Source: an optimization exercise on an open RTL-to-GDS flow (aim: small area, a short achievable clock period and few clock cycles per item). Production flows keep margins and buffers that such runs may drop.
Where RTL was checked, it was by simulation tests only, not by an equivalence proof against the original.
Power and IR drop assume default switching activity.

== old ==
Design css_length_to_fixed_px, start of the top module:
module css_length_to_fixed_px #(
  parameter int FRAC_DIGITS = 4
) (
  input  logic        clk,
  input  logic        rst,
  input  logic        push,
  output logic        full,
  input  logic [7:0]  char_code,
  input  logic        is_end,
  output logic        empty,
  input  logic        pop,
  output logic [31:0] px_value,
  output logic        invalid,
  input  logic        em_to_px_we,
  input  logic [15:0] em_to_px
);
  logic [15:0] em_scale;
  logic [3:0]  em_msb;
  logic       i_v, i_end, i_dig, i_dot, i_spc, i_e, i_m;
  logic [3:0] i_d;
  logic       step;
  cltfp_pkg::job_t fjob, wjob;
  logic [31:0]     iem;
  logic            iem_ovf;
  logic            w_v, w_ready, w_push;
  logic            e_free, e_load, e_busy;
  logic            res_valid;
  logic irst;
  always_ff @(posedge clk) begin
    irst <= rst;
  end
  assign full   = irst || (i_v && i_end && w_v && (e_busy || !w_ready));
  assign step   = i_v && !full;
  assign empty  = irst || !res_valid;
  always_ff @(posedge clk) begin
    if (rst) begin
      em_scale <= 16'h1000;
    end else if (em_to_px_we) begin
      em_scale <= em_to_px;
    end
  end
  always_comb begin
    em_msb = 4'd0;
    for (int k = 1; k < 16; k++)
      if (em_scale[k]) em_msb = 4'(k);
  end
  always_ff @(posedge clk) begin
    if (irst) begin
      i_v <= 1'b0;
    end else if (!full) begin
      i_v <= push;
    end
  end
  always_ff @(posedge clk) begin
  ...
Size: ~2,200 cells after synthesis, roughly 280 flip-flops, roughly 65 I/O pins, ~20,000 µm² of cells after synthesis.
Settings: LEC_CHECK=0, ABC_CLOCK_PERIOD_IN_PS=3000, CAP_MARGIN=20, CORE_MARGIN=2, CORE_UTILIZATION=40, SETUP_SLACK_MARGIN=5, SLEW_MARGIN=20; clock period 10.0 ns.
run.sh (not shown) runs the stock make flow with config.mk's settings and CLKGATE_MAP_FILE= SYNTH_SCRIPT=/design/flow/synth_recipe.tcl, a recipe that flattens the netlist after the stock synthesis.
Testbench counts of old, summed over its fixed seeds: cycles 32,263, items 3,200.
Inputs modified between old and new:
==> flow/flow/run.sh (new file) <==
#!/bin/bash
set -euo pipefail
bash standard.sh SETUP_SLACK_MARGIN=7 finish > standard_flow.log 2>&1
==> flow/standard.sh (new file) <==
#!/bin/bash
# synth_recipe.tcl (not shown) runs the flow's synth.tcl, then flattens the netlist and writes it again
# the make line also repeats each setting of config.mk as NAME=value (left out here)
make -C /OpenROAD-flow-scripts/flow DESIGN_CONFIG=/design/flow/config.mk WORK_HOME=/design/flow/orfs CLKGATE_MAP_FILE= SYNTH_SCRIPT=/design/flow/synth_recipe.tcl "${@:-finish}"
--- a/flow/config.mk
+++ b/flow/config.mk
@@ -11,3 +11,2 @@
 export CORE_UTILIZATION = 40
-export SETUP_SLACK_MARGIN = 5
 export SLEW_MARGIN = 20
removed: flow/run.sh
Results
new completed every stage of the flow, and the final layout passed the timing, design-rule and antenna checks. Delta (new minus old): post-layout instance area moved up; number of cells after detailed placement neither gained nor lost much; maximum fanout along the worst path lower; fraction of area in registers went down by 4.2 points. new vs. old: final total power climbed 6.7%; clock share of power now smaller; critical path depth lower; ratio of final minimum period to clock period went down; non-clock buffer count went up 280%. Setup WNS old -> new: better. Of old and new, the run reporting the lower clock-cell share of area was new.


the reference run:
Another version of the RTL of css_length_to_fixed_px (not shown whole).
Size in the first run: ~2400 cells after synthesis, about 290 flip-flops, about 65 I/O pins, about 21000 um^2 of cells after synthesis.
Design css_length_to_fixed_px, start of the top module:
module css_length_to_fixed_px #(
  parameter int FRAC_DIGITS = 4
) (
  input  logic        clk,
  input  logic        rst,
  input  logic        push,
  output logic        full,
  input  logic [7:0]  char_code,
  input  logic        is_end,
  output logic        empty,
  input  logic        pop,
  output logic [31:0] px_value,
  output logic        invalid,
  input  logic        em_to_px_we,
  input  logic [15:0] em_to_px
);
export LEC_CHECK = 0
export ABC_CLOCK_PERIOD_IN_PS = 3000
export CAP_MARGIN = 20
export CORE_MARGIN = 2
export CORE_UTILIZATION = 40
export SLEW_MARGIN = 20
create_clock -name core_clock -period 10.0 [get_ports {clk}]
standard.sh (not shown) runs the stock make flow with config.mk's settings and CLKGATE_MAP_FILE= SYNTH_SCRIPT=/design/flow/synth_recipe.tcl, a recipe that flattens the netlist after the stock synthesis.
==> flow/flow/run.sh <==
#!/bin/bash
set -euo pipefail
bash standard.sh SETUP_SLACK_MARGIN=6 MATCH_CELL_FOOTPRINT=0 finish > standard_flow.log 2>&1
Inputs modified between the reference run and the trial run:
- a change of CORE_UTILIZATION from 40 to 60
==> flow/flow/run.sh <==
#!/bin/bash
set -euo pipefail
bash standard.sh SETUP_SLACK_MARGIN=6 finish > standard_flow.log 2>&1
==> comparison <==
Comparing the trial run against the reference run, there is no change at all in register area share after synthesis. Compared to the reference run, the trial run was floorplanned on a smaller die. Compared with the reference run, in the trial run wire length went down by 1.1 mm; worst setup slack after layout saw an increase. Delta (the trial run minus the reference run): wire length of the first global-routing pass saw a decrease, register-to-register slack now sits higher. Via count of the trial run exceeds that of the reference run slightly.
No run of this note included a check of the RTL's function; only the layout flow was run.


css_length_to_fixed_px, a different RTL version from the one above (not shown whole).
For scale: roughly 2200 cells after synthesis, ~280 flip-flops.
clock: 10.0 ns
lec_check: 0
abc_clock_period_in_ps: 3000
cap_margin: 20
core_margin: 2
core_utilization: 40
slew_margin: 20
==> flow/flow/run.sh <==
#!/bin/bash
set -euo pipefail
bash standard.sh SETUP_SLACK_MARGIN=6.75 finish > standard_flow.log 2>&1
Testbench counts at the start, summed over its fixed seeds: cycles 32,111, items 3,200.
Then changed:
==> flow/flow/run.sh (replaced) <==
#!/bin/bash
set -euo pipefail
bash standard.sh SETUP_SLACK_MARGIN=6.5 finish > standard_flow.log 2>&1
--- a/flow/config.mk
+++ b/flow/config.mk
@@ -11 +11 @@
-export CORE_UTILIZATION = 40
+export CORE_UTILIZATION = 60
Outcome: Wire length fell by 6.3%. Sequential cell count is unchanged. Worst setup slack improves by 0.0041 ns. Core utilization went up by 21 points. Clock power barely changes. Cell area is lower by 5.4%. Die area decreases by 33%.


== the previous run ==
Another version of the RTL of css_length_to_fixed_px (not shown whole).
Size in the first run: ~280 flip-flops, about 65 I/O pins.
Settings: LEC_CHECK=0, ABC_CLOCK_PERIOD_IN_PS=3000, CAP_MARGIN=20, CORE_MARGIN=2, CORE_UTILIZATION=40, SLEW_MARGIN=20; clock period 10.0 ns.
==> flow/flow/run.sh <==
#!/bin/bash
set -euo pipefail
bash standard.sh SETUP_SLACK_MARGIN=7 finish > standard_flow.log 2>&1
Testbench counts of the previous run, summed over its fixed seeds: cycles 32,263, items 3,200.
Input-level comparison between the current run and the previous run:
Settings: changing CORE_UTILIZATION from 40 to 60.
==> flow/flow/run.sh <==
#!/bin/bash
set -euo pipefail
bash standard.sh SETUP_SLACK_MARGIN=6 finish > standard_flow.log 2>&1
Number of inserted filler cells in the final layout went down by more than a quarter going from the previous run to the current run.
From the previous run to the current run the numbers moved as follows: final core utilization picked up an extra 17 points, deepest level of the CTS H-tree went up.
Going from the previous run to the current run, worst hold slack shrinks by 0.0046 ns.
Clock network power share up 3.1 points in the current run wrt the previous run
The current run ends up with a number of tapcells that is 33% lower than in the previous run.
Diff the previous run -> the current run | average via count per standard cell | up by a little under 10%
Going from the previous run to the current run, power increased 2.2%, number of clock buffers inserted by TritonCTS grew by 9.7%, minimum period implied by the final worst setup slack moved up, count of clock buffers in the final design went up by 7.


RTL: one of the versions met above, not the one the previous note started from.
Size: ~2400 cells after synthesis, about 65 I/O pins.
==> flow/design.v (excerpt) <==
module css_length_to_fixed_px #(
  parameter int FRAC_DIGITS = 4
) (
  input  logic        clk,
  input  logic        rst,
  input  logic        push,
  output logic        full,
  input  logic [7:0]  char_code,
  input  logic        is_end,
  output logic        empty,
  input  logic        pop,
  output logic [31:0] px_value,
  output logic        invalid,
  input  logic        em_to_px_we,
  input  logic [15:0] em_to_px
);
Settings: LEC_CHECK=0, ABC_CLOCK_PERIOD_IN_PS=3000, CAP_MARGIN=20, CORE_MARGIN=2, CORE_UTILIZATION=40, SLEW_MARGIN=20; clock period 10.0 ns.
==> flow/flow/run.sh <==
#!/bin/bash
set -euo pipefail
bash standard.sh SETUP_SLACK_MARGIN=7 finish > standard_flow.log 2>&1
Change:
==> flow/flow/run.sh (replaced) <==
#!/bin/bash
set -euo pipefail
bash standard.sh SETUP_SLACK_MARGIN=6 finish > standard_flow.log 2>&1
The changed run produced a clean layout.
Final area is lower by 15%.
Die area stays the same.
Critical path depth is lower by 13.
Hold slack is about the same.
Setup slack gets worse by 0.35 ns.
Sequential share of layout area is higher by 4.4 points.
Flip-flop and latch count does not change.
Sequential power hardly moves.
Non-clock buffer count is lower by 235.
Via count is lower by 8.1%.
Wire length is lower by 14%.
No functional check of the RTL was part of any run of this note.

==> re-timing with driven ports <==
The results above use ideal ports. As a check the final layouts listed here were re-extracted and re-timed, cells and wires unchanged.
Step 1 assumes that a clkbuf_16 drives the clock port and a buf_2 every other input.
Step 2 times the ports against the registers' clock, not the clock port: input delays grow and output delays shrink by t, the midpoint of the rising clock arrivals with the driver on.
Three values: ideal ports, drivers, drivers and shift; two values: the first two.
| run | t, ns | setup slack, ns | worst hold slack (ns) | worst setup path after step 2 | latest minus earliest clock arrival (ns) |
|---|---|---|---|---|---|
| old | 0.581 | 5.323 / 5.270 / 5.392 | 0.432 / 0.432 / 0.432 | register to register | 0.013 / 0.013 |
| new | 0.596 | 6.243 / 6.185 / 6.263 | 0.427 / 0.427 / 0.427 | register to register | 0.034 / 0.034 |
| the reference run | 0.597 | 6.090 / 6.038 / 6.184 | 0.454 / 0.454 / 0.454 | register to register | 0.023 / 0.022 |
| the trial run | 0.575 | 6.230 / 6.173 / 6.239 | 0.451 / 0.451 / 0.451 | register to register | 0.020 / 0.020 |
| the first run of note 3 | 0.581 | 6.489 / 6.483 / 6.287 | 0.421 / 0.421 / 0.421 | input to register | 0.042 / 0.042 |
| the second run of note 3 | 0.606 | 6.493 / 6.438 / 6.290 | 0.435 / 0.435 / 0.435 | input to register | 0.015 / 0.016 |
| the previous run | 0.619 | 6.411 / 6.411 / 6.411 | 0.472 / 0.472 / 0.472 | register to register | 0.018 / 0.019 |
| the current run | 0.557 | 6.072 / 6.017 / 6.184 | 0.468 / 0.468 / 0.468 | register to register | 0.024 / 0.024 |
| the first run of note 5 | 0.597 | 6.440 / 6.440 / 6.440 | 0.453 / 0.453 / 0.453 | register to register | 0.027 / 0.027 |
| the second run of note 5 | 0.597 | 6.090 / 6.038 / 6.184 | 0.454 / 0.454 / 0.454 | register to register | 0.023 / 0.022 |
After both steps every run listed still meets setup and hold. For the second run of note 3, which loses most, drivers alone change the setup slack by -0.055 ns; drivers and shift together by -0.203 ns.
